From an optimization exercise on the open Yosys and OpenROAD flow, aimed at small area, a short achievable clock period and few clock cycles; shortcuts taken in it are not production practice. At most, simulation tests tie the RTL to the original design; equivalence was not proved. The RTL of runs 1 to 4 and 6 was laid out without a check of its function. Power is estimated from default activity; no workload was simulated.

[flow/flow/run.sh]
#!/bin/bash
# The standard layout (standard.sh, which also runs the standard synthesis),
# made with two changes to how the layout is built:
#  - the port buffers that global placement inserts are sky130_fd_sc_hd__buf_1
#    (the default pick is a delay buffer, larger and slower);
#  - clock tree synthesis inserts no dummy loads.
# make's full output goes to standard.log here; ORFS keeps each step's log
# under orfs/logs/.
set -euo pipefail
export SETUP_SLACK_MARGIN=5.4
export BUFFER_PORTS_ARGS="-buffer_cell sky130_fd_sc_hd__buf_1"
export CTS_ARGS="-sink_clustering_enable -repair_clock_nets -dont_use_dummy_load"
bash standard.sh > standard.log 2>&1
[flow/standard.sh]
#!/bin/bash
# synth_recipe.tcl (not shown) runs the flow's synth.tcl, then flattens the netlist and writes it again
# the make line also repeats each setting of config.mk as NAME=value (left out here)
make -C /OpenROAD-flow-scripts/flow DESIGN_CONFIG=/design/flow/config.mk WORK_HOME=/design/flow/orfs CLKGATE_MAP_FILE= SYNTH_SCRIPT=/design/flow/synth_recipe.tcl "${@:-finish}"
[flow/config.mk]
export PLATFORM = sky130hd
export DESIGN_NAME = sssp_accel
export DESIGN_NICKNAME = sssp_accel
export VERILOG_FILES = /design/flow/design.v
export SDC_FILE = /design/flow/constraint.sdc
export NUM_CORES = 4
export LEC_CHECK = 0
export CAP_MARGIN = 20
export CELL_PAD_IN_SITES_DETAIL_PLACEMENT = 0
export CELL_PAD_IN_SITES_GLOBAL_PLACEMENT = 1
export CORE_MARGIN = 2
export CORE_UTILIZATION = 45
export SLEW_MARGIN = 20
[flow/constraint.sdc]
create_clock -name core_clock -period 8.0 [get_ports {clk}]
set_input_delay 1.6000 -clock core_clock [delete_from_list [all_inputs] [get_ports {clk}]]
set_output_delay 1.6000 -clock core_clock [all_outputs]
set_load 0.01 [all_outputs]
[flow/design.v]
package wb_pkg;
    typedef struct packed {
        logic                    cyc;
        logic                    stb;
        logic                    we;
        logic [32-1:0] adr;
        logic [32-1:0] dat;
    } wb_m2s_t;
    typedef struct packed {
        logic                    ack;
        logic [32-1:0] dat;
    } wb_s2m_t;
    typedef struct packed {
        logic                    valid;
        logic                    write;
        logic [32-1:0] addr;
        logic [32-1:0] data;
    } mem_req_t;
    typedef struct packed {
        logic                    done;
        logic [32-1:0] data;
    } mem_rsp_t;
endpackage
package sssp_pkg;
    typedef struct packed {
        logic [32-1:0]                next_addr;
        logic [32-1:0]                vertex_addr;
        logic [32-1:0]                vertex_count;
        logic [32-1:0]                edge_addr;
        logic [32-1:0]                edge_count;
        logic [32-1:0]                update_addr;
        logic [32-1:0]                status_addr;
        logic [32-16-1:0] rsvd;
        logic [16-1:0]               level;
    } desc_t;
    typedef struct packed {
        logic [7:0]               rsvd_hi;
        logic [8-1:0] src;
        logic [7:0]               rsvd_lo;
        logic [8-1:0] dst;
    } edge_t;
    typedef struct packed {
        logic [16-1:0]                              level;
        logic [32-16-8-1:0] rsvd;
        logic [8-1:0]                              dst;
    } update_t;
    typedef struct packed {
        logic done;
        logic busy;
    } csr_status_t;
    typedef enum logic [2:0] {
        ST_IDLE,
        ST_READ_DESC,
        ST_CONFIG,
        ST_READ_VERTEX,
        ST_PROCESS_EDGE,
        ST_WRITE_STATUS,
        ST_FINISH
    } seq_state_t;
endpackage
`timescale 1ns/1ns
module sssp_accel (
    input  logic        clk,
    input  logic        reset,
    input  logic        csr_cyc,
    input  logic        csr_stb,
    input  logic        csr_we,
    input  logic [31:0] csr_adr,
    input  logic [31:0] csr_dat_w,
    output logic        csr_ack,
    output logic [31:0] csr_dat_r,
    output logic        mem_cyc,
    output logic        mem_stb,
    output logic        mem_we,
    output logic [31:0] mem_adr,
    output logic [31:0] mem_dat_w,
    input  logic        mem_ack,
    input  logic [31:0] mem_dat_r
);
    localparam int IDLE = 0;
    localparam int SV   = 1;     
    localparam int SE   = 2;     
    localparam int SEC  = 3;     
    localparam int SU   = 4;     
    localparam int SL   = 5;     
    localparam int SED  = 6;     
    localparam int SVS  = 7;     
    localparam int SVD  = 8;     
    localparam int SW   = 9;     
    localparam int SUR  = 10;    
    localparam int SS   = 11;    
    localparam int SSW  = 12;    
    localparam int SN   = 13;    
    localparam int NST  = 14;
    logic        ack, busy, done, sel_ctrl, sel_total, kick;
    logic [31:2] rdata;
    logic        access, accept;
    logic [NST-1:0] st, nst;
    logic        cyc, we, ack_q, fl, ez, trig;
    logic [31:0] adr, d, v, e, u, total;
    logic [15:0] ec, lp1;
    logic [7:0]  hi, lo;         
    logic [7:0]  vlo;            
    logic        vc8;            
    logic [2:0]  doff;
    logic [3:0]  dlo;
    logic [28:0] dhi1;
    logic [31:0] dsum;
    logic [23:0] vhi1;
    logic [31:0] dhi1_w, vhi1_w;
    logic [31:0] vsum;
    logic        to_d, to_v, to_e, to_u;
    assign access = csr_cyc && csr_stb && !ack;
    assign accept = access && csr_we && (csr_adr == 32'd0) && !busy;
    assign csr_ack   = ack;
    assign csr_dat_r = {rdata, sel_total ? total[1:0] : {sel_ctrl & done, sel_ctrl & busy}};
    always_ff @(posedge clk) begin
        if (reset) begin
            ack  <= 1'b0;
            kick <= 1'b0;
        end else begin
            ack  <= access;
            kick <= accept;
        end
        sel_ctrl  <= (csr_adr == 32'd0);
        sel_total <= (csr_adr == 32'd1);
        rdata     <= (csr_adr == 32'd1) ? total[31:2] : 30'd0;
    end
    assign mem_cyc   = cyc;
    assign mem_stb   = cyc;
    assign mem_we    = we;
    assign mem_adr   = adr;
    assign mem_dat_w = {lp1, hi, lo};
    always_comb begin
        doff = 3'd0;
        if (st[IDLE] || st[SN]) doff = 3'd1;
        if (st[SV])             doff = 3'd3;
        if (st[SE])             doff = 3'd4;
        if (st[SEC])            doff = 3'd5;
        if (st[SU])             doff = 3'd7;
        if (st[SL] || st[SVS] || st[SVD] || st[SW]) doff = 3'd5;
        if (st[SUR])            doff = 3'd6;
    end
    assign dlo  = {1'b0, d[2:0]} + {1'b0, doff};
    assign dhi1_w = inc32({3'b0, d[31:3]});
    assign dhi1 = dhi1_w[28:0];
    assign dsum = {dlo[3] ? dhi1 : d[31:3], dlo[2:0]};
    assign vhi1_w = inc32({8'b0, v[31:8]});
    assign vhi1 = vhi1_w[23:0];
    assign vsum = {vc8 ? vhi1 : v[31:8], vlo};
    function automatic logic [31:0] inc32(input logic [31:0] a);
        logic [31:0] p;
        p = a;
        for (int s = 1; s < 32; s = s * 2) begin
            for (int i = 31; i >= s; i--) begin
                p[i] = p[i] & p[i-s];
            end
        end
        inc32 = a ^ {p[30:0], 1'b1};
    endfunction
    function automatic logic plus1_eq(input logic [15:0] a, input logic [15:0] b);
        plus1_eq = a[0] ^ b[0];
        for (int i = 1; i < 16; i++) begin
            plus1_eq = plus1_eq & ((a[i] ^ b[i]) == (a[i-1] & ~b[i-1]));
        end
    endfunction
    assign trig = ack_q || kick;
    always_comb begin
        nst  = '0;
        to_d = 1'b0;
        to_v = 1'b0;
        to_e = 1'b0;
        to_u = 1'b0;
        if (st[IDLE])           begin nst[SV]  = 1'b1; to_d = 1'b1; end
        if (st[SV])             begin nst[SE]  = 1'b1; to_d = 1'b1; end
        if (st[SE])             begin nst[SEC] = 1'b1; to_d = 1'b1; end
        if (st[SEC])            begin nst[SU]  = 1'b1; to_d = 1'b1; end
        if (st[SU])             begin nst[SL]  = 1'b1; to_d = 1'b1; end
        if (st[SED])            begin nst[SVS] = 1'b1; to_v = 1'b1; end
        if (st[SVS] && fl)      begin nst[SVD] = 1'b1; to_v = 1'b1; end
        if (st[SVD] && fl)      begin nst[SW]  = 1'b1; to_u = 1'b1; end
        if ((st[SL] || (st[SVS] && !fl) || (st[SVD] && !fl) || st[SW])) begin
            if (ez) begin nst[SUR] = 1'b1; to_d = 1'b1; end
            else    begin nst[SED] = 1'b1; to_e = 1'b1; end
        end
        if (st[SUR])            begin nst[SS]  = 1'b1; to_d = 1'b1; end
        if (st[SS])             begin nst[SSW] = 1'b1; to_u = 1'b1; end
        if (st[SSW])            begin nst[SN]  = 1'b1; to_d = 1'b1; end
        if (st[SN]) begin
            if (d == 32'd0) nst[IDLE] = 1'b1;
            else begin nst[SV] = 1'b1; to_d = 1'b1; end
        end
    end
    always_ff @(posedge clk) begin
        if (reset) begin
            st    <= NST'(1);
            cyc   <= 1'b0;
            ack_q <= 1'b0;
            busy  <= 1'b0;
            done  <= 1'b0;
            total <= 32'd0;
        end else begin
            ack_q <= cyc && mem_ack;
            if (mem_ack) begin
                cyc <= 1'b0;
            end
            if (accept) begin
                busy <= 1'b1;
                done <= 1'b0;
            end
            if (kick) begin
                total <= 32'd0;
            end
            if (trig) begin
                st  <= nst;
                cyc <= !nst[IDLE];
                if (nst[IDLE]) begin
                    busy <= 1'b0;
                    done <= 1'b1;
                end
                if (st[SVD] && fl) begin
                    total <= inc32(total);
                end
            end
        end
    end
    always_ff @(posedge clk) begin
        if (trig) begin
            we <= nst[SW] || nst[SSW];
            if (to_d) adr <= dsum;
            if (to_v) adr <= vsum;
            if (to_e) adr <= e;
            if (to_u) adr <= u;
            if (to_e) begin
                e  <= inc32(e);
                ec <= ec - 16'd1;
                ez <= (ec == 16'd1);
            end
            if (st[SVD] && fl) begin
                u <= inc32(u);
            end
            if (st[SL]) begin
                lp1 <= lp1 + 16'd1;
            end
            if (st[SED]) begin
                {vc8, vlo} <= {1'b0, v[7:0]} + {1'b0, lo};
            end
            if (st[SUR]) begin
                {hi, lo} <= u[15:0] - v[15:0];
                lp1      <= 16'd0;
            end
        end
        if (!busy) begin
            d <= csr_dat_w;
        end
        if (cyc) begin
            if (st[SV])  v   <= mem_dat_r;
            if (st[SE])  e   <= mem_dat_r;
            if (st[SEC]) begin
                ec <= mem_dat_r[15:0];
                ez <= (mem_dat_r[15:0] == 16'd0);
            end
            if (st[SU])  u   <= mem_dat_r;
            if (st[SL])  lp1 <= mem_dat_r[15:0];
            if (st[SED]) begin
                {vc8, vlo} <= {1'b0, v[7:0]} + {1'b0, mem_dat_r[23:16]};
                lo <= mem_dat_r[7:0];
                hi <= 8'd0;
            end
            if (st[SVS]) fl  <= plus1_eq(mem_dat_r[15:0], lp1);
            if (st[SVD]) fl  <= (mem_dat_r[15:0] == 16'hffff);
            if (st[SUR]) v   <= mem_dat_r;
            if (st[SS])  u   <= mem_dat_r;
            if (st[SN])  d   <= mem_dat_r;
        end
    end
endmodule
==> impl_metrics.toml, run 1 <==
[run_status]
status = "finished clean"

[timing]
rsz0062_at_grt = "yes"
holdWs_ps = 429
timing.fmax_ghz = 0.356
fin_skew_ps = 17.6
tightest_slew_ps = 898
fin_ws_ps = 5190
period_minus_slack_ps = 2810
drv_slew = 0
tns_ps = 0
layout_worst_path_cycle_share = 0.351
hold_violations = 0
setup_viol = 0
slew_headroom = 0.401

[grt]
track_usage = 0.287
overflow = 0
grt_start_max_net_pins = 65
antenna_found_initial = 2
grt_pass1_vias = 14200
grt_pass1_wl_um = 84100

[logic_synthesis]
netlist.top_cell.by_area = "dfxtp_1"
yosys_warnings = 1
ys_ff_latch = 304
synth-edff-count = 66
netlist_instances = 1936
synth.avg_cell_area_sq_um = 8.41
yosysTopAreaCellShare = 0.293
async_flop_share = 0
ys_top_cells_by_area = "dfxtp_1, edfxtp_1, nand2_1"
synthDistinctLibCells = 72
synthFlopType = "dfxtp_1"
syn_area_sq_um = 16300
yosysSeqAreaShare = 0.414
syn_nets = 2099

[detailed_routing]
drtAntennaViolNets = 0
wl_per_cell_um = 21.2
drc = 0
drt_pass1_iterations = 5
wl_um = 55400
vias = 15000
drt_iter0_drc = 1007
routed_via_density = 5.74

[critical_path]
path_class = "input pin to register"
worstSetupEndpointType = "register"
crit_fanout = 5
crit_slowest_cell = "or3_1"
critPathRequiredTime_ps = 8400
cp_num_buf_inv = 1
rr_worst_depth = 11
crit_chain = "buf_4 > ha_4 > nor2b_1 > o21ai_1 > a21boi_1 > o21a_1 > o21ai_2 > a21oi_1 > or3_1"
cp_slowest_stage_delay_ps = 330
startpoint_type = "input pin"
worst_ep_arrival_time_ps = 3200
cp.depth = 9
critPathTopFamily = "compound AO/OA/AOI/OAI gates"

[clock_network]
clk-insertion-delay-late_ps = 520
htreeDepth = 2
cts.sinks = 304
clkTransAtPathRegs_ps = 50
cts_tree = "done"
numCtsBuffers = 35
clockBufferDepth = 3
hold_buffers = 0
cts_root_buf = "clkbuf_16"

[pwr]
power_density_nw_per_um2 = 161
leakagePower_uw = 0.00754
total_power_uw = 3180
peakVddDrop_uv = 144

[floorplanning]
start_util = 0.458
io_pins = 202
die_x_um = 194
core_sq_um = 35600
die_area_sq_um = 37700
fp-row-count = 69
fp.dieH_um = 194

[final_layout]
n_antenna_cell = 0
fin_util = 0.555
fin_nets = 2310
syn_to_final_growth_pct = 21.2
layout_commonest_cell = "nand2_1"
drive_gt1_frac = 0.178
fill_cells = 3391
final_cell_mix = "nand2_1, dfxtp_1, nor2_1"

[hold_path]
whs_path_depth = 1
hp-class = "register to register"

[placed_design]
place.detailed.hpwl_um = 39200
place_congestion = 0.904
dp_slack_ps = 4500
portBuffers = 201

[flow_run]
drv_cap = 0
## where the power goes
group / total [uW] / leakage, uW / switching [uW] / internal [uW]
registers: 1620 / 0.00255 / 37.0 / 1590
clock network: 1370 / 0.000431 / 599 / 768
logic: 194 / 0.00456 / 111 / 83.1
## cells by family after synthesis
family / after synthesis / synth area share
fa+ha+maj: 61 / 0.0487
mux: 38 / 0.0234
flops: 304 / 0.414
buf+inv: 165 / 0.0393
compound gates: 408 / 0.144
xor+xnor: 174 / 0.0936
simple gates: 786 / 0.237
## Yosys cell counts (all sizes together), types with 4 or more instances
library cell and n:
and3 58, or3 10, mux2i 37, o21a 11
or2 5, nor2b 9, dfxtp 238, ha 57
nand2b 10, a22oi 5, a31oi 13, o21ai 148
or4 5, nor4 38, o211ai 7, edfxtp 66
clkbuf 93, xnor2 99, a311oi 6, nand4 53
buf 13, a21o 13, and4 18, fa 4
nand4b 4, a211oi 14, nor2 160, nand3 79
a21oi 151, inv 58, nor3b 4, and2 19
nor3 47, nand2 261, o31ai 12, xor2 75
## flip-flops by register name, summed over array words and instances (netlist names), 16 cells and up
register and flops:
adr 32, d 32, e 32, total 32, u 32, v 32, rdata 30, ec 16
lp1 16
## routing by layer
| metal | wire length, um | track usage |
|---|---|---|
| met1 | 24400 | 0.395 |
| met2 | 25100 | 0.461 |
| met3 | 3810 | 0.0400 |
| met4 | 2100 | 0.103 |
| met5 | 0 | 0 |
## area by class of cell
type / count / area (sq um) / share of cell area
clock buffer: 35 / 876 / 0.0444
inverter: 59 / 221 / 0.0112
multi-input combinational: 1468 / 9510 / 0.482
sequential: 304 / 6820 / 0.346
tap: 461 / 577 / 0.0292
timing repair buffer: 279 / 1730 / 0.0876
## what timing repair did
action	4_1_cts	5_1_grt
pin swaps	33	44
cloned	2	1
setup buffers	42	9
gates resized for setup	169	145
setup endpoints to repair	167	203
## worst register-to-register path, stage by stage (launching register included)
cell and delay [ps]:
dfxtp_4 350, nor4_4 330, buf_4 160, nand2_1 50, ha_2 390, a21o_4 180
and3_4 220, nand4_1 200, buf_4 220, xnor2_2 140, o21ai_1 130, nand3_1 100
## per-stage QoR
step	instances	area [sq um]
finish	2606	19700
global route	2606	19700
detailed placement	2517	17600
CTS	2596	19200
global placement	2516	17600
floorplan	1936	16500
## path summary, 6_finish.rpt
path            startpoint      end  slack (ps)
max          mem_dat_r[18]      vc8        5190
min                    ack      ack         430
min reg2reg            ack      ack         430
max reg2reg          st[8]  adr[23]        5270
==> inputs of run 2 (changes only) <==
--- a/flow/design.v
+++ b/flow/design.v
@@ -92,11 +92,11 @@
     localparam int SSW  = 12;    
     localparam int SN   = 13;    
     localparam int NST  = 14;
-    logic        ack, busy, done, sel_ctrl, sel_total, kick;
-    logic [31:2] rdata;
+    logic        ack, busy, done, kick;
+    logic [31:0] rdata;
     logic        access, accept;
     logic [NST-1:0] st, nst;
-    logic        cyc, we, ack_q, fl, ez, trig;
+    logic        cyc, we, ack_q, fl, ez, bw, dc, trig;
     logic [31:0] adr, d, v, e, u, total;
     logic [15:0] ec, lp1;
     logic [7:0]  hi, lo;         
@@ -107,13 +107,13 @@
     logic [28:0] dhi1;
     logic [31:0] dsum;
     logic [23:0] vhi1;
-    logic [31:0] dhi1_w, vhi1_w;
+    logic [31:0] dhi1_w, vhi1_w, lp1_w;
     logic [31:0] vsum;
     logic        to_d, to_v, to_e, to_u;
     assign access = csr_cyc && csr_stb && !ack;
     assign accept = access && csr_we && (csr_adr == 32'd0) && !busy;
     assign csr_ack   = ack;
-    assign csr_dat_r = {rdata, sel_total ? total[1:0] : {sel_ctrl & done, sel_ctrl & busy}};
+    assign csr_dat_r = rdata;
     always_ff @(posedge clk) begin
         if (reset) begin
             ack  <= 1'b0;
@@ -122,9 +122,8 @@
             ack  <= access;
             kick <= accept;
         end
-        sel_ctrl  <= (csr_adr == 32'd0);
-        sel_total <= (csr_adr == 32'd1);
-        rdata     <= (csr_adr == 32'd1) ? total[31:2] : 30'd0;
+        rdata <= (csr_adr == 32'd1) ? total :
+                 (csr_adr == 32'd0) ? {30'd0, done, busy} : 32'd0;
     end
     assign mem_cyc   = cyc;
     assign mem_stb   = cyc;
@@ -141,10 +140,14 @@
         if (st[SL] || st[SVS] || st[SVD] || st[SW]) doff = 3'd5;
         if (st[SUR])            doff = 3'd6;
     end
+    function automatic logic dcarry(input logic [2:0] a, input logic [2:0] b);
+        dcarry = (a[2] & b[2]) | ((a[2] | b[2]) &
+                 ((a[1] & b[1]) | ((a[1] | b[1]) & a[0] & b[0])));
+    endfunction
     assign dlo  = {1'b0, d[2:0]} + {1'b0, doff};
     assign dhi1_w = inc32({3'b0, d[31:3]});
     assign dhi1 = dhi1_w[28:0];
-    assign dsum = {dlo[3] ? dhi1 : d[31:3], dlo[2:0]};
+    assign dsum = {dc ? dhi1 : d[31:3], dlo[2:0]};
     assign vhi1_w = inc32({8'b0, v[31:8]});
     assign vhi1 = vhi1_w[23:0];
     assign vsum = {vc8 ? vhi1 : v[31:8], vlo};
@@ -158,6 +161,17 @@
         end
         inc32 = a ^ {p[30:0], 1'b1};
     endfunction
+    function automatic logic [15:0] dec16(input logic [15:0] a);
+        logic [15:0] z;
+        z = ~a;
+        for (int s = 1; s < 16; s = s * 2) begin
+            for (int i = 15; i >= s; i--) begin
+                z[i] = z[i] & z[i-s];
+            end
+        end
+        dec16 = a ^ {z[14:0], 1'b1};
+    endfunction
+    assign lp1_w = inc32({16'b0, lp1});
     function automatic logic plus1_eq(input logic [15:0] a, input logic [15:0] b);
         plus1_eq = a[0] ^ b[0];
         for (int i = 1; i < 16; i++) begin
@@ -184,7 +198,7 @@
             else    begin nst[SED] = 1'b1; to_e = 1'b1; end
         end
         if (st[SUR])            begin nst[SS]  = 1'b1; to_d = 1'b1; end
-        if (st[SS])             begin nst[SSW] = 1'b1; to_u = 1'b1; end
+        if (st[SS])             begin nst[SSW] = 1'b1; to_e = 1'b1; end
         if (st[SSW])            begin nst[SN]  = 1'b1; to_d = 1'b1; end
         if (st[SN]) begin
             if (d == 32'd0) nst[IDLE] = 1'b1;
@@ -231,29 +245,37 @@
             if (to_v) adr <= vsum;
             if (to_e) adr <= e;
             if (to_u) adr <= u;
-            if (to_e) begin
+            if (to_e && !st[SS]) begin
                 e  <= inc32(e);
-                ec <= ec - 16'd1;
+                ec <= dec16(ec);
                 ez <= (ec == 16'd1);
             end
             if (st[SVD] && fl) begin
                 u <= inc32(u);
             end
             if (st[SL]) begin
-                lp1 <= lp1 + 16'd1;
+                lp1 <= lp1_w[15:0];
             end
             if (st[SED]) begin
                 {vc8, vlo} <= {1'b0, v[7:0]} + {1'b0, lo};
             end
             if (st[SUR]) begin
-                {hi, lo} <= u[15:0] - v[15:0];
+                {bw, lo} <= {1'b0, u[7:0]} - {1'b0, v[7:0]};
                 lp1      <= 16'd0;
             end
         end
+        if (st[SS]) begin
+            hi <= u[15:8] - v[15:8] - {7'd0, bw};
+        end
         if (!busy) begin
-            d <= csr_dat_w;
-        end
-        if (cyc) begin
+            d  <= csr_dat_w;
+            dc <= dcarry(csr_dat_w[2:0], 3'd1);
+        end else if (st[SN] && !ack_q) begin
+            dc <= dcarry(mem_dat_r[2:0], 3'd1);
+        end else begin
+            dc <= dcarry(d[2:0], doff);
+        end
+        if (!ack_q) begin
             if (st[SV])  v   <= mem_dat_r;
             if (st[SE])  e   <= mem_dat_r;
             if (st[SEC]) begin
@@ -270,7 +292,7 @@
             if (st[SVS]) fl  <= plus1_eq(mem_dat_r[15:0], lp1);
             if (st[SVD]) fl  <= (mem_dat_r[15:0] == 16'hffff);
             if (st[SUR]) v   <= mem_dat_r;
-            if (st[SS])  u   <= mem_dat_r;
+            if (st[SS])  e   <= mem_dat_r;
             if (st[SN])  d   <= mem_dat_r;
         end
     end
==> run 2 against run 1 <==
- register-to-register slack gained 220 ps
- global-route usage fell by 0.73 points
- worst hold slack improved by 49 ps
- worst setup slack gained 54 ps
- critical path depth down 8
- critical endpoint is now mem_adr[7]
- first-iteration DRC count down 2.0%
- synthesized cell count decreased by 1.2%
- final cell count fell by 0.96%
- via count decreased by 2.8%
- core utilization grew 0.058 points
==> impl_metrics.toml, run 2 <==
[logic_synthesis]
syn_nets = 2085
yosysTopAreaCellShare = 0.292
syn_area_sq_um = 16400
yosysMostFrequentCell = "dfxtp_1"
synthDistinctLibCells = 69
yosys_warnings = 1
netlist.top_cell.by_area = "dfxtp_1"
ys_top_cells_by_area = "dfxtp_1, edfxtp_1, xnor2_1"
async_flop_share = 0
synth-edff-count = 67
ys_ff_latch = 306
synthFlopType = "dfxtp_1"
yosysSeqAreaShare = 0.415
netlist_instances = 1913
synth.avg_cell_area_sq_um = 8.57
synth_commonest_cells = "dfxtp_1, nand2_1, nor2_1, o21ai_0, a21oi_1"

[final_layout]
drive_gt1_frac = 0.173
final_cell_mix = "nand2_1, dfxtp_1, nor2_1"
multi_input_comb_area_sq_um = 9370
fin_nets = 2294
syn_to_final_growth_pct = 21.1
layout_commonest_cell = "nand2_1"
n_antenna_cell = 0
fill_cells = 3364
ff_latch_area_sq_um = 6880

[pwr]
p_switching_uw = 1000
combPwrFrac = 0.141
seqPwrFrac = 0.481
p_clk_frac = 0.378
peakVddDrop_uv = 162
switching_share = 0.267
power_density_nw_per_um2 = 190
leakagePower_uw = 0.00738
p_int_uw = 2760

[grt]
antenna_found_initial = 0
grt_use_met1 = 0.395
gr-usage-met2 = 0.454
grtUsageMet3 = 0.0331
grt_pass1_wl_um = 82200
grt_start_max_net_pins = 67
overflow = 0
grt_busiest_layer = "met2"
track_usage = 0.280
grt_pass1_vias = 13700

[critical_path]
path_class = "register to primary output"
crit_chain = "buf_6"
crit_slowest_cell = "edfxtp_1"
critPathTopFamily = "flip-flops"
startpoint_type = "register"
cp_num_buf_inv = 1
worstSetupEndpointType = "primary output"
crit_fanout = 1
critPathRequiredTime_ps = 6400
cp_slowest_stage_delay_ps = 440
worst_ep_arrival_time_ps = 1150

[timing]
layout_worst_path_cycle_share = 0.344
setup_viol = 0
tns_ps = 0
tightest_slew_ps = 1080
hold_violations = 0
timing.fmax_ghz = 0.363
rsz0062_at_grt = "yes"
slew_headroom = 0.277
period_minus_slack_ps = 2750
drv_slew = 0
fin_skew_ps = 38.5
fin_ws_ps = 5250

[flow_run]
drv_cap = 0

[floorplanning]
fp-row-count = 69
io_pins = 202
fp.dieH_um = 195
start_util = 0.459
core_sq_um = 35700
die_x_um = 195
die_area_sq_um = 38000

[clock_network]
cts.sinks = 306
clk-insertion-delay-late_ps = 550
htreeDepth = 2
clkTransAtPathRegs_ps = 60
cts_tree = "done"
numCtsBuffers = 37
cts_root_buf = "clkbuf_16"
hold_buffers = 0
clockBufferDepth = 3

[placed_design]
place_congestion = 0.878
dp_slack_ps = 4550
portBuffers = 201
place.detailed.hpwl_um = 38400

[detailed_routing]
vias = 14600
drc = 0
wl_per_cell_um = 20.8
routed_via_density = 5.64
drt_pass1_iterations = 5
drt_iter0_drc = 987
wl_um = 53800
drtAntennaViolNets = 0

[run_status]
status = "finished clean"

[hold_path]
hp-class = "register to register"
-- run 2: changes by cell type in the layout (fill, tap and decap cells not counted), moves of 9 or more --
cell	change
a21oi_1	-19
and2_1	+19
and3_1	-16
buf_6	+21
clkbuf_2	-19
dfxtp_1	-9
dfxtp_2	+10
inv_1	+21
nand2_1	-26
nor4_1	+11
o21a_1	-9
o21ai_0	+15
o21ai_1	-16
-- run 2: final timing paths --
kind / startpoint / to / slack (ps) / cells after the start
min: vlo[5] / vlo[5] / 480 / 2
max reg2reg: st[11] / adr[18] / 5490 / 8
max: adr[7] / mem_adr[7] / 5250 / 1
min reg2reg: vlo[5] / vlo[5] / 480 / 2
-- run 2: final cells by class --
cell class / count / area share
timing repair inverter: 1 / 0.000252
sequential: 306 / 0.347
timing repair buffer: 270 / 0.0903
tap: 461 / 0.0291
multi-input combinational: 1427 / 0.472
inverter: 79 / 0.0151
clock buffer: 37 / 0.0466
-- run 2: layer usage --
metal,share of wire,vias up
met1,0.47,6961
met5,0,-
met3,0.049,67
met2,0.46,400
met4,0.021,0
li1,-,7130
-- run 2: power by group through the flow --
stage	clock network, uW	registers [uW]	logic, uW
6_report	1420	1810	532
5_1_grt	1510	1820	591
4_1_cts	1460	1810	521
3_5_place_dp	0	1840	463
3_3_place_gp	0	1830	457
2_1_floorplan	0	1810	313
-- run 2: kinds of logic after synthesis --
family | synth area share
compound gates | 0.134
mux | 0.0303
flops | 0.415
simple gates | 0.227
xor+xnor | 0.0951
buf+inv | 0.0433
fa+ha+maj | 0.0562
-- run 2: worst min-delay path: stages, from the launching register on --
cell     delay, ps
dfxtp_1        310
nor2_1          80
a21oi_1         40
-- run 2: metrics by stage --
stage                     std cells  power, uW  utilization  instance area (sq um)  hold WS (ps)
after global routing           2581       3930        0.555                  19900           501
final                          2581       3760        0.555                  19900           477
after CTS                      2564       3780        0.543                  19400           479
after floorplan                1913       2120            -                  16600           438
after global placement         2500       2290        0.497                  17800           458
after detailed placement       2501       2300        0.498                  17800           465
-- run 2: repair_timing --
item	4_1_cts	5_1_grt
cloned	2	1
endpoints found under the setup margin	259	181
pin swaps	7	21
setup buffers	24	16
gates resized for setup	200	96
hold endpoints to repair	0	0
==> inputs of run 3 (changes only) <==
==> flow/run.sh (new file) <==
#!/bin/bash
# synth_recipe.tcl (not shown) runs the flow's synth.tcl, then flattens the netlist and writes it again
# the make line also repeats each setting of config.mk as NAME=value (left out here)
make -C /OpenROAD-flow-scripts/flow DESIGN_CONFIG=/design/flow/config.mk WORK_HOME=/design/flow/orfs CLKGATE_MAP_FILE= SYNTH_SCRIPT=/design/flow/synth_recipe.tcl finish
--- a/flow/config.mk
+++ b/flow/config.mk
@@ -10,4 +10,5 @@
 export CELL_PAD_IN_SITES_GLOBAL_PLACEMENT = 1
 export CORE_MARGIN = 2
 export CORE_UTILIZATION = 45
+export SETUP_SLACK_MARGIN = 5.0
 export SLEW_MARGIN = 20
removed: flow/flow/run.sh
removed: flow/standard.sh
==> run 3 against run 2 <==
- final cell count shrank 0.62%
- clock-buffer cell count grew 16
- sequential share of layout area down 0.69 points
- maximum frequency fell by 7.1%
- combinational power fell by 6.2%
==> impl_metrics.toml, run 3 <==
[timing]
timing.fmax_ghz = 0.338
fin_skew_ps = 23.0
setup_viol = 0
slew_headroom = 0.290
hold_violations = 0
drv_slew = 0
rsz0062_at_grt = "no"
tns_ps = 0
layout_worst_path_cycle_share = 0.370
tightest_slew_ps = 1060
period_minus_slack_ps = 2960

[pwr]
power_density_nw_per_um2 = 196
combPwrFrac = 0.127
p_int_uw = 2880
total_power_uw = 3940
switching_share = 0.267
seqPwrFrac = 0.459
leakagePower_uw = 0.00776
p_clk_frac = 0.414
peakVddDrop_uv = 120
p_switching_uw = 1050

[detailed_routing]
drt_pass1_iterations = 5
routed_via_density = 5.67
drtAntennaViolNets = 0
wl_per_cell_um = 20.8
wl_um = 53400
drt_iter0_drc = 1145
drc = 0
vias = 14600

[critical_path]
worst_ep_arrival_time_ps = 3370
critPathRequiredTime_ps = 8410
path_class = "input pin to register"
crit_fanout = 5
startpoint_type = "input pin"
worstSetupEndpointType = "register"

[clock_network]
clk-insertion-delay-late_ps = 540
clockBufferDepth = 3
htreeDepth = 2
hold_buffers = 0
cts_root_buf = "clkbuf_16"
cts_tree = "done"
clkTransAtPathRegs_ps = 60
numCtsBuffers = 36
cts.sinks = 306

[final_layout]
postLayoutCellArea_sq_um = 20000
final_cell_mix = "nand2_1, dfxtp_1, nor2_1"
fin_nets = 2248
fin_util = 0.561
drive_gt1_frac = 0.0675
fill_cells = 3397
syn_to_final_growth_pct = 22.3
layout_commonest_cell = "nand2_1"

[placed_design]
place_congestion = 0.869
placed_area_sq_um = 18800
portBuffers = 201
place.detailed.hpwl_um = 38700

[floorplanning]
fp-row-count = 69
io_pins = 202
die_area_sq_um = 38000
fp.dieH_um = 195
die_x_um = 195
start_util = 0.459
core_sq_um = 35700

[logic_synthesis]
syn_nets = 2085
synthDistinctLibCells = 69
ys_ff_latch = 306
ys_top_cells_by_area = "dfxtp_1, edfxtp_1, xnor2_1"
netlist_instances = 1913
yosysMostFrequentCell = "dfxtp_1"
synthFlopType = "dfxtp_1"
yosysTopAreaCellShare = 0.292
yosys_warnings = 1
synth.avg_cell_area_sq_um = 8.57
synth-edff-count = 67
async_flop_share = 0
yosysSeqAreaShare = 0.415
syn_area_sq_um = 16400
synth_commonest_cells = "dfxtp_1, nand2_1, nor2_1, o21ai_0, a21oi_1"
netlist.top_cell.by_area = "dfxtp_1"

[grt]
grt_pass1_vias = 13900
overflow = 0
track_usage = 0.280
grt_start_max_net_pins = 67
antenna_found_initial = 1
grt_pass1_wl_um = 82400

[flow_run]
drv_cap = 0

[hold_path]
hp-class = "register to register"

[run_status]
status = "finished clean"
-- run 3: cell types whose count changed in the layout (fill, tap and decap cells not counted), sizes merged, moves of 2 or more --
cell and change:
dlymetal6s2s +26, clkdlybuf4s50 +89, buf -208, dlygate4sd2 +77, clkdlybuf4s15 +4, clkbuf -17, clkinv +8, inv +2
-- run 3: timing repair --
item / in CTS / in global routing
endpoints found under the setup margin: 153 / 73
resized for setup: 110 / 46
pin swaps: 6 / 3
gates cloned: 1 / 0
setup buffers: 1 / 2
-- run 3: stage by stage --
step           hold slack [ps]  cells  worst slack (ps)
2_1_floorplan              438   1913              4980
3_3_place_gp               465   2495              4150
3_5_place_dp               467   2495              4140
4_1_cts                    476   2562              5000
5_1_grt                    502   2565              4990
6_report                   473   2565              5040
-- run 3: cells by family (layout without fill, tap and decap cells) --
family,count (synthesis),after routing,synth area share
flip-flops,306,306,0.415
XOR/XNOR,178,178,0.0951
multiplexers,49,49,0.0303
AND/OR/NAND/NOR,753,753,0.227
AO/OA/AOI/OAI,377,377,0.134
buffers and inverters,180,370,0.0433
other,0,1,0
adder cells (fa/ha/maj),70,70,0.0562
-- run 3: routing by layer --
layer  global-route usage  wire length (um)  vias to the layer above  part of all wire
met5                    0                 0                        -                 0
met4               0.0936              1570                        0             0.029
met3               0.0462              3310                       90             0.062
met2                0.447             23900                      437              0.45
met1                0.385             24600                     6961              0.46
li1                     -                 -                     7068                 -
-- run 3: area by class of cell --
class                      instances  area, sq um  share of cell area
timing repair buffer             225         2140               0.107
tap                              461          577              0.0288
antenna                            1         2.50            0.000125
multi-input combinational       1427         9050               0.452
inverter                          79          300              0.0150
clock buffer                      53         1070              0.0532
sequential                       306         6810               0.340
clock inverter                    12         88.8             0.00443
timing repair inverter             1         5.00            0.000250
-- run 3: power by group through the flow --
stage / combinational [uW] / sequential (uW) / clock (uW)
global placement: 505 / 1830 / 0
CTS: 498 / 1800 / 1650
global route: 558 / 1820 / 1720
floorplan: 304 / 1810 / 0
detailed placement: 512 / 1840 / 0
finish: 499 / 1810 / 1630
-- run 3: final timing paths --
path / to / cells past startpoint / start / slack (ps)
min: ack_q / 2 / cyc / 470
min reg2reg: ack_q / 2 / cyc / 470
max: vc8 / 8 / mem_dat_r[19] / 5040
max reg2reg: u[24] / 7 / ack_q / 5160
-- run 3: worst max-delay path: stages --
cell             delay, ps
clkdlybuf4s15_1        380
ha_4                   370
o21ai_0                220
a21oi_2                 70
o21ai_0                150
nand2b_1               120
a2111oi_2              370
a21oi_1                 70
==> inputs of run 4 (changes only) <==
--- a/flow/design.v
+++ b/flow/design.v
@@ -92,8 +92,7 @@
     localparam int SSW  = 12;    
     localparam int SN   = 13;    
     localparam int NST  = 14;
-    logic        ack, busy, done, kick;
-    logic [31:0] rdata;
+    logic        ack, busy, done, sel_ctrl, sel_total, kick;
     logic        access, accept;
     logic [NST-1:0] st, nst;
     logic        cyc, we, ack_q, fl, ez, bw, dc, trig;
@@ -113,7 +112,8 @@
     assign access = csr_cyc && csr_stb && !ack;
     assign accept = access && csr_we && (csr_adr == 32'd0) && !busy;
     assign csr_ack   = ack;
-    assign csr_dat_r = rdata;
+    assign csr_dat_r = {total[31:2] & {30{sel_total}},
+                        sel_total ? total[1:0] : {sel_ctrl & done, sel_ctrl & busy}};
     always_ff @(posedge clk) begin
         if (reset) begin
             ack  <= 1'b0;
@@ -122,8 +122,8 @@
             ack  <= access;
             kick <= accept;
         end
-        rdata <= (csr_adr == 32'd1) ? total :
-                 (csr_adr == 32'd0) ? {30'd0, done, busy} : 32'd0;
+        sel_ctrl  <= (csr_adr == 32'd0);
+        sel_total <= (csr_adr == 32'd1);
     end
     assign mem_cyc   = cyc;
     assign mem_stb   = cyc;
==> flow/flow/run.sh (new file) <==
#!/bin/bash
# The standard layout (standard.sh, which also runs the standard synthesis),
# made with two changes to how the layout is built:
#  - the port buffers that global placement inserts are sky130_fd_sc_hd__buf_1
#    (the default pick is a delay buffer, larger and slower);
#  - clock tree synthesis clusters up to 20 sinks within 80 um per leaf
#    buffer and inserts no dummy loads.
# make's full output goes to standard.log here; ORFS keeps each step's log
# under orfs/logs/.
set -euo pipefail
export BUFFER_PORTS_ARGS="-buffer_cell sky130_fd_sc_hd__buf_1"
export CTS_ARGS="-sink_clustering_enable -repair_clock_nets -dont_use_dummy_load -sink_clustering_size 20 -sink_clustering_max_diameter 80"
bash standard.sh > standard.log 2>&1
==> flow/standard.sh (new file) <==
#!/bin/bash
# synth_recipe.tcl (not shown) runs the flow's synth.tcl, then flattens the netlist and writes it again
# the make line also repeats each setting of config.mk as NAME=value (left out here)
make -C /OpenROAD-flow-scripts/flow DESIGN_CONFIG=/design/flow/config.mk WORK_HOME=/design/flow/orfs CLKGATE_MAP_FILE= SYNTH_SCRIPT=/design/flow/synth_recipe.tcl "${@:-finish}"
removed: flow/run.sh
==> run 4 against run 3 <==
- still clean on timing, DRC and antenna
- total power shrank 19%
- worst hold slack lost 14 ps
- clock-buffer cell count shrank 32
- wire length shrank 1.1%
- register-to-register slack lost 30 ps
- first-iteration DRC count shrank 11%
- sequential power shrank 6%
- final area shrank 12%
- die area shrank 3.1%
- largest cell class unchanged
==> impl_metrics.toml, run 4 <==
[logic_synthesis]
async_flop_share = 0
yosysSeqAreaShare = 0.390
netlist.top_cell.by_area = "dfxtp_1"
syn_nets = 2050
yosys_warnings = 1
netlist_instances = 1878
synth_commonest_cells = "nand2_1, dfxtp_1, nor2_1, o21ai_0, a21oi_1"
ys_top_cells_by_area = "dfxtp_1, edfxtp_1, xnor2_1"
yosysTopAreaCellShare = 0.263
synthDistinctLibCells = 77
synthFlopType = "dfxtp_1"
ys_ff_latch = 276
synth.avg_cell_area_sq_um = 8.46
synth-edff-count = 67
yosysMostFrequentCell = "nand2_1"
syn_area_sq_um = 15900

[floorplanning]
fp.dieH_um = 192
die_area_sq_um = 36800
core_sq_um = 34600
die_x_um = 192
fp-row-count = 68
start_util = 0.459
io_pins = 202

[pwr]
power_density_nw_per_um2 = 180
leakagePower_uw = 0.00627
peakVddDrop_uv = 144
total_power_uw = 3190

[placed_design]
placed_area_sq_um = 17000
place.detailed.hpwl_um = 39600
portBuffers = 201
place_congestion = 0.855

[timing]
tns_ps = 0
layout_worst_path_cycle_share = 0.373
rsz0062_at_grt = "yes"
setup_viol = 0
hold_violations = 0
timing.fmax_ghz = 0.335
holdWs_ps = 459
tightest_slew_ps = 880
drv_slew = 0
fin_skew_ps = 46.5
slew_headroom = 0.409
period_minus_slack_ps = 2980

[detailed_routing]
routed_via_density = 5.71
drt_iter0_drc = 1024
wl_per_cell_um = 21.3
drc = 0
vias = 14200
drt_pass1_iterations = 6
drtAntennaViolNets = 0
wl_um = 52800

[clock_network]
numCtsBuffers = 21
cts.sinks = 276
htreeDepth = 1
clkTransAtPathRegs_ps = 80
hold_buffers = 0
cts_tree = "done"
clk-insertion-delay-late_ps = 550
cts_root_buf = "clkbuf_16"
clockBufferDepth = 3

[hold_path]
hp-class = "register to register"

[critical_path]
crit_fanout = 10
path_class = "register to primary output"
worst_ep_arrival_time_ps = 1380
worstSetupEndpointType = "primary output"
cp_slowest_stage_delay_ps = 420
startpoint_type = "register"
critPathRequiredTime_ps = 6400
crit_chain = "buf_12 > and2_1 > clkbuf_2"
crit_slowest_cell = "dfxtp_4"

[final_layout]
final_cell_mix = "nand2_1, dfxtp_1, buf_1"
postLayoutCellArea_sq_um = 17700
ff_latch_area_sq_um = 6210
fin_nets = 2200
layout_commonest_cell = "nand2_1"
syn_to_final_growth_pct = 11.5
drive_gt1_frac = 0.0587
fill_cells = 3445
n_antenna_cell = 0
multi_input_comb_area_sq_um = 9090

[grt]
grt_start_max_net_pins = 67
grt_pass1_vias = 13700
grt_pass1_wl_um = 80300
antenna_found_initial = 0
track_usage = 0.286
overflow = 0

[run_status]
status = "finished clean"

[flow_run]
drv_cap = 0
-- run 4: kinds of logic (layout without fill, tap and decap cells) --
logic type	after synthesis	count (layout)	synth area share
buf+inv	178	326	0.0441
fa+ha+maj	70	70	0.0580
mux	47	47	0.0299
simple gates	745	745	0.234
compound gates	385	385	0.146
flops	276	276	0.390
xor+xnor	177	177	0.0976
-- run 4: worst paths after layout --
| path | cells past startpoint | startpoint | to | slack [ps] |
|---|---|---|---|---|
| worst max register to register | 6 | fl | u[28] | 5130 |
| worst min register to register | 2 | cyc | ack_q | 460 |
| worst min-delay path | 2 | cyc | ack_q | 460 |
| worst max-delay path | 3 | sel_total | csr_dat_r[19] | 5020 |
-- run 4: power by group --
| group | switching (uW) | internal (uW) | total [uW] |
|---|---|---|---|
| Sequential | 155 | 1550 | 1700 |
| Clock | 508 | 464 | 972 |
| Combinational | 286 | 226 | 512 |
-- run 4: cell type report --
cell class / instances / share of cell area
Multi-Input combinational cell: 1424 / 0.513
Sequential cell: 276 / 0.350
Timing Repair Buffer: 227 / 0.0581
Tap cell: 455 / 0.0321
Clock buffer: 21 / 0.0297
Inverter: 78 / 0.0165
-- run 4: per-layer routing --
| metal | up-vias | track usage | wire length, um |
|---|---|---|---|
| met5 | - | 0 | 0 |
| met3 | 96 | 0.0292 | 2790 |
| met1 | 6692 | 0.391 | 24000 |
| li1 | 6934 | - | - |
| met4 | 0 | 0.120 | 2350 |
| met2 | 450 | 0.463 | 23700 |
-- run 4: repair_timing --
action	in CTS	in global routing
endpoints found under the setup margin	39	46
hold endpoints to repair	0	0
pin swaps	0	1
resized for setup	10	35
setup buffers	3	0
-- run 4: metrics by stage --
step           instances  setup WS, ps  utilization
3_5_place_dp        2457          4470        0.492
4_1_cts             2481          4980        0.510
3_3_place_gp        2456          4560        0.492
6_report            2481          5020        0.511
5_1_grt             2481          4990        0.511
2_1_floorplan       1878          5000            -
-- run 4: worst max-delay path: cells and delay by family (launching register included) --
| kind | cells | cell delay, ps |
|---|---|---|
| simple gates | 1 | 160 |
| flops | 1 | 420 |
| buf+inv | 2 | 270 |
==> inputs of run 5 (changes only) <==
--- a/flow/design.v
+++ b/flow/design.v
@@ -95,18 +95,17 @@
     logic        ack, busy, done, sel_ctrl, sel_total, kick;
     logic        access, accept;
     logic [NST-1:0] st, nst;
-    logic        cyc, we, ack_q, fl, ez, bw, dc, trig;
+    logic        ack_q, fl, ez, trig;
     logic [31:0] adr, d, v, e, u, total;
     logic [15:0] ec, lp1;
     logic [7:0]  hi, lo;         
-    logic [7:0]  vlo;            
-    logic        vc8;            
     logic [2:0]  doff;
     logic [3:0]  dlo;
     logic [28:0] dhi1;
     logic [31:0] dsum;
+    logic [7:0]  vlo;
+    logic        vc8;
     logic [23:0] vhi1;
-    logic [31:0] dhi1_w, vhi1_w, lp1_w;
     logic [31:0] vsum;
     logic        to_d, to_v, to_e, to_u;
     assign access = csr_cyc && csr_stb && !ack;
@@ -125,11 +124,23 @@
         sel_ctrl  <= (csr_adr == 32'd0);
         sel_total <= (csr_adr == 32'd1);
     end
-    assign mem_cyc   = cyc;
-    assign mem_stb   = cyc;
-    assign mem_we    = we;
+    assign mem_cyc   = !(st[IDLE] || ack_q);
+    assign mem_stb   = mem_cyc;
+    assign mem_we    = st[SW] || st[SSW];
     assign mem_adr   = adr;
     assign mem_dat_w = {lp1, hi, lo};
+    function automatic logic carry8(input logic [7:0] a, input logic [7:0] b);
+        logic [7:0] g, p;
+        g = a & b;
+        p = a | b;
+        for (int s = 1; s < 8; s = s * 2) begin
+            for (int i = 7; i >= s; i--) begin
+                g[i] = g[i] | (p[i] & g[i-s]);
+                p[i] = p[i] & p[i-s];
+            end
+        end
+        carry8 = g[7];
+    endfunction
     always_comb begin
         doff = 3'd0;
         if (st[IDLE] || st[SN]) doff = 3'd1;
@@ -140,38 +151,13 @@
         if (st[SL] || st[SVS] || st[SVD] || st[SW]) doff = 3'd5;
         if (st[SUR])            doff = 3'd6;
     end
-    function automatic logic dcarry(input logic [2:0] a, input logic [2:0] b);
-        dcarry = (a[2] & b[2]) | ((a[2] | b[2]) &
-                 ((a[1] & b[1]) | ((a[1] | b[1]) & a[0] & b[0])));
-    endfunction
     assign dlo  = {1'b0, d[2:0]} + {1'b0, doff};
-    assign dhi1_w = inc32({3'b0, d[31:3]});
-    assign dhi1 = dhi1_w[28:0];
-    assign dsum = {dc ? dhi1 : d[31:3], dlo[2:0]};
-    assign vhi1_w = inc32({8'b0, v[31:8]});
-    assign vhi1 = vhi1_w[23:0];
+    assign dhi1 = d[31:3] + 29'd1;
+    assign dsum = {dlo[3] ? dhi1 : d[31:3], dlo[2:0]};
+    assign vlo  = v[7:0] + lo;
+    assign vc8  = carry8(v[7:0], lo);
+    assign vhi1 = v[31:8] + 24'd1;
     assign vsum = {vc8 ? vhi1 : v[31:8], vlo};
-    function automatic logic [31:0] inc32(input logic [31:0] a);
-        logic [31:0] p;
-        p = a;
-        for (int s = 1; s < 32; s = s * 2) begin
-            for (int i = 31; i >= s; i--) begin
-                p[i] = p[i] & p[i-s];
-            end
-        end
-        inc32 = a ^ {p[30:0], 1'b1};
-    endfunction
-    function automatic logic [15:0] dec16(input logic [15:0] a);
-        logic [15:0] z;
-        z = ~a;
-        for (int s = 1; s < 16; s = s * 2) begin
-            for (int i = 15; i >= s; i--) begin
-                z[i] = z[i] & z[i-s];
-            end
-        end
-        dec16 = a ^ {z[14:0], 1'b1};
-    endfunction
-    assign lp1_w = inc32({16'b0, lp1});
     function automatic logic plus1_eq(input logic [15:0] a, input logic [15:0] b);
         plus1_eq = a[0] ^ b[0];
         for (int i = 1; i < 16; i++) begin
@@ -198,7 +184,7 @@
             else    begin nst[SED] = 1'b1; to_e = 1'b1; end
         end
         if (st[SUR])            begin nst[SS]  = 1'b1; to_d = 1'b1; end
-        if (st[SS])             begin nst[SSW] = 1'b1; to_e = 1'b1; end
+        if (st[SS])             begin nst[SSW] = 1'b1; to_u = 1'b1; end
         if (st[SSW])            begin nst[SN]  = 1'b1; to_d = 1'b1; end
         if (st[SN]) begin
             if (d == 32'd0) nst[IDLE] = 1'b1;
@@ -208,16 +194,12 @@
     always_ff @(posedge clk) begin
         if (reset) begin
             st    <= NST'(1);
-            cyc   <= 1'b0;
             ack_q <= 1'b0;
             busy  <= 1'b0;
             done  <= 1'b0;
             total <= 32'd0;
         end else begin
-            ack_q <= cyc && mem_ack;
-            if (mem_ack) begin
-                cyc <= 1'b0;
-            end
+            ack_q <= mem_cyc && mem_ack;
             if (accept) begin
                 busy <= 1'b1;
                 done <= 1'b0;
@@ -227,53 +209,44 @@
             end
             if (trig) begin
                 st  <= nst;
-                cyc <= !nst[IDLE];
                 if (nst[IDLE]) begin
                     busy <= 1'b0;
                     done <= 1'b1;
                 end
                 if (st[SVD] && fl) begin
-                    total <= inc32(total);
+                    total <= total + 32'd1;
                 end
             end
         end
     end
     always_ff @(posedge clk) begin
         if (trig) begin
-            we <= nst[SW] || nst[SSW];
             if (to_d) adr <= dsum;
             if (to_v) adr <= vsum;
             if (to_e) adr <= e;
             if (to_u) adr <= u;
-            if (to_e && !st[SS]) begin
-                e  <= inc32(e);
-                ec <= dec16(ec);
+            if (to_e) begin
+                e  <= e + 32'd1;
+                ec <= ec - 16'd1;
                 ez <= (ec == 16'd1);
             end
             if (st[SVD] && fl) begin
-                u <= inc32(u);
+                u <= u + 32'd1;
             end
             if (st[SL]) begin
-                lp1 <= lp1_w[15:0];
+                lp1 <= lp1 + 16'd1;
             end
             if (st[SED]) begin
-                {vc8, vlo} <= {1'b0, v[7:0]} + {1'b0, lo};
+                lo <= hi;
+                hi <= 8'd0;
             end
             if (st[SUR]) begin
-                {bw, lo} <= {1'b0, u[7:0]} - {1'b0, v[7:0]};
+                {hi, lo} <= u[15:0] - v[15:0];
                 lp1      <= 16'd0;
             end
         end
-        if (st[SS]) begin
-            hi <= u[15:8] - v[15:8] - {7'd0, bw};
-        end
         if (!busy) begin
-            d  <= csr_dat_w;
-            dc <= dcarry(csr_dat_w[2:0], 3'd1);
-        end else if (st[SN] && !ack_q) begin
-            dc <= dcarry(mem_dat_r[2:0], 3'd1);
-        end else begin
-            dc <= dcarry(d[2:0], doff);
+            d <= csr_dat_w;
         end
         if (!ack_q) begin
             if (st[SV])  v   <= mem_dat_r;
@@ -285,14 +258,13 @@
             if (st[SU])  u   <= mem_dat_r;
             if (st[SL])  lp1 <= mem_dat_r[15:0];
             if (st[SED]) begin
-                {vc8, vlo} <= {1'b0, v[7:0]} + {1'b0, mem_dat_r[23:16]};
-                lo <= mem_dat_r[7:0];
-                hi <= 8'd0;
+                lo <= mem_dat_r[23:16];
+                hi <= mem_dat_r[7:0];
             end
             if (st[SVS]) fl  <= plus1_eq(mem_dat_r[15:0], lp1);
             if (st[SVD]) fl  <= (mem_dat_r[15:0] == 16'hffff);
             if (st[SUR]) v   <= mem_dat_r;
-            if (st[SS])  e   <= mem_dat_r;
+            if (st[SS])  u   <= mem_dat_r;
             if (st[SN])  d   <= mem_dat_r;
         end
     end
==> run 5 against run 4 <==
- global-route usage about the same
- highest routed layer is now met5
- core utilization increased by 0.31 points
- clock power decreased by 7.5%
- sequential cell count decreased by 13
- non-clock buffer count increased by 6
- first-iteration DRC count increased by 0.49%
- largest power group unchanged
- worst setup slack improved by 44 ps
- die area decreased by 4.0%
- largest cell class unchanged
- final cell count decreased by 1.4%
- clock skew decreased by 15 ps
==> impl_metrics.toml, run 5 <==
[floorplanning]
start_util = 0.456
core_sq_um = 33400
die_area_sq_um = 35300
io_pins = 202
die_x_um = 188
fp.dieH_um = 188
fp-row-count = 67

[critical_path]
path_class = "register to primary output"
regToRegEndpoint = "u[31]"
crit_fanout = 17
reg2reg_setup_slack_ps = 5080
critPathRequiredTime_ps = 6400
cp_slowest_stage_delay_ps = 400
rr_worst_depth = 8
worst_ep_arrival_time_ps = 1340
crit_slowest_cell = "dfxtp_4"
worstSetupEndpointType = "primary output"
crit_chain = "buf_12 > and2_1 > buf_1"
startpoint_type = "register"
reg2reg_from = "kick"

[timing]
tightest_slew_ps = 1130
period_minus_slack_ps = 2940
fin_skew_ps = 31.5
slew_headroom = 0.243
timing.fmax_ghz = 0.340
hold_violations = 0
setup_viol = 0
drv_slew = 0
rsz0062_at_grt = "no"
layout_worst_path_cycle_share = 0.367
holdWs_ps = 443
tns_ps = 0

[logic_synthesis]
ys_top_cells_by_area = "dfxtp_1, edfxtp_1, nand2_1"
synthFlopType = "dfxtp_1"
syn_nets = 2005
yosysSeqAreaShare = 0.388
yosysMostFrequentCell = "nand2_1"
netlist.top_cell.by_area = "dfxtp_1"
async_flop_share = 0
syn_area_sq_um = 15200
synth-edff-count = 65
yosys_warnings = 1
synth.avg_cell_area_sq_um = 8.26
netlist_instances = 1844
synthDistinctLibCells = 70
synth_commonest_cells = "nand2_1, dfxtp_1, nor2_1, o21ai_0, a21oi_1"
ys_ff_latch = 263
yosysTopAreaCellShare = 0.260

[pwr]
power_density_nw_per_um2 = 182
p_int_uw = 2170
switching_share = 0.309
seqPwrFrac = 0.526
peakVddDrop_uv = 122
leakagePower_uw = 0.00608
p_clk_frac = 0.287
p_switching_uw = 970
combPwrFrac = 0.187

[flow_run]
drv_cap = 0

[run_status]
status = "finished clean"

[grt]
grt_start_max_net_pins = 65
grt_pass1_vias = 13200
overflow = 0
grt_pass1_wl_um = 78600
track_usage = 0.286
antenna_found_initial = 1

[placed_design]
place.detailed.hpwl_um = 37500
dp.cells = 2412
place_congestion = 0.883
placed_area_sq_um = 16400
portBuffers = 201

[clock_network]
clockBufferDepth = 3
clkTransAtPathRegs_ps = 80
cts_root_buf = "clkbuf_16"
hold_buffers = 0
clk-insertion-delay-late_ps = 520
cts_tree = "done"
numCtsBuffers = 19
cts.sinks = 263
htreeDepth = 1

[detailed_routing]
wl_um = 51800
drtAntennaViolNets = 0
drt_pass1_iterations = 5
vias = 14000
routed_via_density = 5.72
drc = 0
drt_iter0_drc = 1029
wl_per_cell_um = 21.2

[hold_path]
hold_path_startpoint = "ack"
whs_endpoint = "ack"
hp-class = "register to register"
whs_path_depth = 1

[final_layout]
layout_commonest_cell = "nand2_1"
postLayoutCellArea_sq_um = 17200
final_cell_mix = "nand2_1, dfxtp_1, buf_1"
drive_gt1_frac = 0.0721
fill_cells = 3366
instances_no_fill = 2446
syn_to_final_growth_pct = 12.9
fin_nets = 2160
fin_util = 0.515
-- run 5: worst max-delay path by stage --
stage                  start  slack, ps       endpoint
2_1_floorplan           busy       5020   csr_dat_r[0]
3_3_place_gp          st[10]       3900        adr[27]
3_5_place_dp   mem_dat_r[14]       4250             fl
4_1_cts                 kick       4950          u[31]
5_1_grt                st[7]       4980        adr[30]
6_report           sel_total       5060  csr_dat_r[11]
-- run 5: worst max-delay path, delay by kind of cell, from the launching register on --
family,cells,cell delay (ps)
and+or+nand+nor,1,120
DFF,1,400
buffers and inverters,2,300
-- run 5: power groups by stage --
stage	Sequential, uW	Clock [uW]	Combinational [uW]
3_3_place_gp	1680	0	560
4_1_cts	1650	924	580
2_1_floorplan	1630	0	393
6_report	1650	899	587
3_5_place_dp	1680	0	566
5_1_grt	1670	963	652
-- run 5: layer usage --
metal,vias up,part of all wire,global-route usage
met1,6667,0.46,0.400
met5,-,0.00015,0
li1,6798,-,-
met3,90,0.054,0.0350
met4,2,0.030,0.0824
met2,436,0.46,0.464
-- run 5: final cells by class --
type                    instances  area [sq um]  area share
multi-input cells            1414          8910       0.518
well taps                     448           561      0.0326
repair buffers                233          1080      0.0627
inverters                      68           255      0.0148
diodes                          1          2.50    0.000145
clock buffers                  19           475      0.0276
flip-flops and latches        263          5930       0.345
-- run 5: kinds of logic after synthesis --
group,count (synthesis),synth area share
compound gates,381,0.149
flops,263,0.388
simple gates,758,0.243
mux,40,0.0266
fa+ha+maj,59,0.0499
buf+inv,167,0.0424
xor+xnor,176,0.101
-- run 5: per-stage QoR --
stage               power (uW)  setup slack, ps
finish                    3140             5060
global route              3280             4980
CTS                       3150             4950
detailed placement        2240             4250
global placement          2240             3900
floorplan                 2030             5020
-- run 5: timing repair --
item                                   4_1_cts  5_1_grt
gates resized for setup                     35       45
setup endpoints to repair                   73       51
buffers inserted                             7        7
endpoints found under the hold margin        0        0
pin swaps                                    2       10
Testbench counts of run 5, summed over its fixed seeds: cycles 95,590.
==> inputs of run 6 (changes only) <==
--- a/flow/design.v
+++ b/flow/design.v
@@ -95,6 +95,7 @@
     logic        ack, busy, done, sel_ctrl, sel_total, kick;
     logic        access, accept;
     logic [NST-1:0] st, nst;
+    logic [3:0]     state, nstate;
     logic        ack_q, fl, ez, trig;
     logic [31:0] adr, d, v, e, u, total;
     logic [15:0] ec, lp1;
@@ -165,6 +166,13 @@
         end
     endfunction
     assign trig = ack_q || kick;
+    assign st   = NST'(1) << state;
+    always_comb begin
+        nstate = 4'd0;
+        for (int i = 0; i < NST; i++) begin
+            if (nst[i]) nstate = nstate | 4'(i);
+        end
+    end
     always_comb begin
         nst  = '0;
         to_d = 1'b0;
@@ -193,7 +201,7 @@
     end
     always_ff @(posedge clk) begin
         if (reset) begin
-            st    <= NST'(1);
+            state <= 4'd0;
             ack_q <= 1'b0;
             busy  <= 1'b0;
             done  <= 1'b0;
@@ -208,7 +216,7 @@
                 total <= 32'd0;
             end
             if (trig) begin
-                st  <= nst;
+                state <= nstate;
                 if (nst[IDLE]) begin
                     busy <= 1'b0;
                     done <= 1'b1;
==> run 6 against run 5 <==
- highest routed layer is now met4
- clock-buffer cell count is 1 lower
- synthesized cell count fell by 1.7%
- via count barely moved
- combinational power is 17% lower
- final cell count barely moved
==> impl_metrics.toml, run 6 <==
[pwr]
switching_share = 0.301
leakagePower_uw = 0.00632
p_clk_frac = 0.296
p_int_uw = 2030
seqPwrFrac = 0.537
combPwrFrac = 0.167
power_density_nw_per_um2 = 167
peakVddDrop_uv = 128
p_switching_uw = 878

[timing]
fin_skew_ps = 34.4
rsz0062_at_grt = "yes"
period_minus_slack_ps = 3170
layout_worst_path_cycle_share = 0.396
slew_headroom = 0.247
tightest_slew_ps = 1130
setup_viol = 0
drv_slew = 0
hold_violations = 0
timing.fmax_ghz = 0.316
tns_ps = 0

[hold_path]
hp-class = "register to register"

[clock_network]
cts_tree = "done"
clk-insertion-delay-late_ps = 530
clkTransAtPathRegs_ps = 80
numCtsBuffers = 18
cts.sinks = 253
cts_root_buf = "clkbuf_16"
clockBufferDepth = 3
htreeDepth = 1

[grt]
grt_pass1_wl_um = 78000
grt_start_max_net_pins = 65
antenna_found_initial = 0
grt_pass1_vias = 13300
overflow = 0
track_usage = 0.288

[critical_path]
worstSetupEndpointType = "register"
worst_ep_arrival_time_ps = 3430
crit_end = "adr[29]"
reg2reg_setup_slack_ps = 4830
regToRegEndpoint = "adr[29]"
path_class = "register to register"
startpoint_type = "register"
rr_worst_depth = 11
startpoint = "state[2]"
crit_fanout = 6
critPathRequiredTime_ps = 8260
reg2reg_from = "state[2]"

[logic_synthesis]
synth_commonest_cells = "nor2_1, dfxtp_1, nand2_1, a21oi_1, o21ai_0"
yosysTopAreaCellShare = 0.251
synth.avg_cell_area_sq_um = 8.27
syn_nets = 1973
netlist.top_cell.by_area = "dfxtp_1"
syn_area_sq_um = 15000
ys_top_cells_by_area = "dfxtp_1, edfxtp_1, xnor2_1"
ys_ff_latch = 253
async_flop_share = 0
synthFlopType = "dfxtp_1"
yosysSeqAreaShare = 0.381
netlist_instances = 1812
yosys_warnings = 1
yosysMostFrequentCell = "nor2_1"
synth-edff-count = 65
synthDistinctLibCells = 68

[flow_run]
drv_cap = 0

[floorplanning]
fp-row-count = 66
start_util = 0.458
io_pins = 202
die_area_sq_um = 34800
die_x_um = 187
fp.dieH_um = 187
core_sq_um = 32700

[run_status]
status = "finished clean"

[detailed_routing]
drtAntennaViolNets = 0
routed_via_density = 5.72
drt_iter0_drc = 1090
vias = 14000
wl_per_cell_um = 21.0
wl_um = 51500
drc = 0
drt_pass1_iterations = 5

[final_layout]
layout_commonest_cell = "nor2_1"
instances_no_fill = 2448
drive_gt1_frac = 0.103
fin_util = 0.534
ff_latch_area_sq_um = 5740
fill_cells = 3234
n_antenna_cell = 0
syn_to_final_growth_pct = 16.4
multi_input_comb_area_sq_um = 9070
fin_nets = 2169
final_cell_mix = "nor2_1, dfxtp_1, buf_1"

[placed_design]
portBuffers = 201
place.detailed.hpwl_um = 36900
place_congestion = 0.895
dp.cells = 2391
[run 6: cell types whose count changed after synthesis, sizes merged, moves of 7 or more]
cell / before / now
a21oi: 115 / 163
a22oi: 0 / 15
a311oi: 8 / 1
a31oi: 14 / 7
and3: 51 / 42
buf: 16 / 9
dfxtp: 198 / 188
inv: 67 / 60
mux2: 4 / 11
nand2: 242 / 173
nand4: 52 / 41
nor2: 161 / 227
o21ai: 154 / 112
xnor2: 92 / 102
[run 6: worst min path at each step]
| stage | slack (ps) | to | startpoint | cells after the start |
|---|---|---|---|---|
| 6_report | 460 | ack | ack | 1 |
| 3_3_place_gp | 440 | ack | ack | 1 |
| 3_5_place_dp | 460 | ack | ack | 1 |
| 5_1_grt | 490 | ack | ack | 1 |
| 2_1_floorplan | 450 | total[31] | total[31] | 2 |
| 4_1_cts | 470 | ack | ack | 1 |
[run 6: repair_timing]
action	in CTS	in global routing
buffers inserted	16	22
hold buffers	0	0
pin swaps	4	23
gates cloned	0	1
gates resized for setup	34	106
setup endpoints to repair	116	85
[run 6: area by class of cell]
type | count | share of cell area
Sequential cell | 253 | 0.329
Tap cell | 442 | 0.0317
Inverter | 60 | 0.0131
Timing Repair Buffer | 267 | 0.0809
Clock buffer | 18 | 0.0258
Multi-Input combinational cell | 1408 | 0.520
[run 6: per-layer routing]
metal,GRT usage,vias to the layer above,part of all wire
met4,0.0818,0,0.032
met3,0.0446,88,0.062
met2,0.490,473,0.48
li1,-,6775,-
met1,0.379,6660,0.43
met5,0,-,0
[run 6: metrics by stage]
step | cell area, sq um | setup WS [ps] | hold WS, ps | power, uW
after floorplan | 15100 | 4950 | 454 | 1880
after CTS | 16900 | 4860 | 468 | 2920
after global placement | 16200 | 4240 | 441 | 2060
after detailed placement | 16200 | 4180 | 457 | 2060
after global routing | 17500 | 4800 | 491 | 3040
final | 17500 | 4830 | 457 | 2910
[run 6: critical path, cell delays in order, from the launching register on]
cell and delay, ps:
dfxtp_4 390, buf_2 170, buf_4 150, o32ai_4 390, ha_4 190, nand3_4 110, a21bo_4 270, or4_4 600
or3_4 360, xnor2_2 130, nand2_1 90, a21oi_2 50
[run 6: power by group through the flow]
| stage | clock network (uW) | logic [uW] | registers (uW) |
|---|---|---|---|
| global placement | 0 | 466 | 1590 |
| global route | 920 | 539 | 1580 |
| CTS | 883 | 478 | 1560 |
| finish | 861 | 486 | 1570 |
| detailed placement | 0 | 472 | 1590 |
| floorplan | 0 | 339 | 1540 |
[run 6: cells by family after synthesis]
family	share of synthesized area
flip-flops	0.381
AND/OR/NAND/NOR	0.239
buffers and inverters	0.0397
XOR/XNOR	0.105
multiplexers	0.0350
adder cells (fa/ha/maj)	0.0507
AO/OA/AOI/OAI	0.149

what the ideal ports hide:
Ports are ideal in the flow. The routed layouts listed here were re-timed in OpenROAD.
Step 1: set_driving_cell puts a clkbuf_16 on clk and a buf_2 on each other input, an assumption about the parent block.
Step 2 times the ports against the registers' clock, not the clock port: input delays grow and output delays shrink by t, the midpoint of the rising clock arrivals with the driver on.
a / b / c = ideal ports / drivers / drivers and shift; a / b = the first two.
| run | shift t [ns] | slack for setup (ns) | hold WS [ns] | latest minus earliest clock arrival (ns) | cell pins on the clock port's net |
|---|---|---|---|---|---|
| run 1 | 0.575 | 5.194 / 5.157 / 4.651 | 0.429 / 0.429 / 0.429 | 0.017 / 0.017 | 1 |
| run 2 | 0.585 | 5.248 / 5.193 / 4.737 | 0.477 / 0.477 / 0.477 | 0.039 / 0.039 | 1 |
| run 3 | 0.583 | 5.038 / 4.986 / 4.481 | 0.473 / 0.473 / 0.473 | 0.023 / 0.023 | 1 |
| run 4 | 0.586 | 5.018 / 4.960 / 4.544 | 0.459 / 0.459 / 0.459 | 0.047 / 0.046 | 1 |
| run 5 | 0.564 | 5.062 / 5.003 / 4.555 | 0.443 / 0.443 / 0.443 | 0.031 / 0.031 | 1 |
| run 6 | 0.563 | 4.831 / 4.831 / 4.626 | 0.457 / 0.457 / 0.457 | 0.035 / 0.034 | 1 |
After both steps setup and hold are still met in every run listed. For run 3, which loses most, drivers alone change the setup slack by -0.052 ns; drivers and shift together by -0.557 ns.
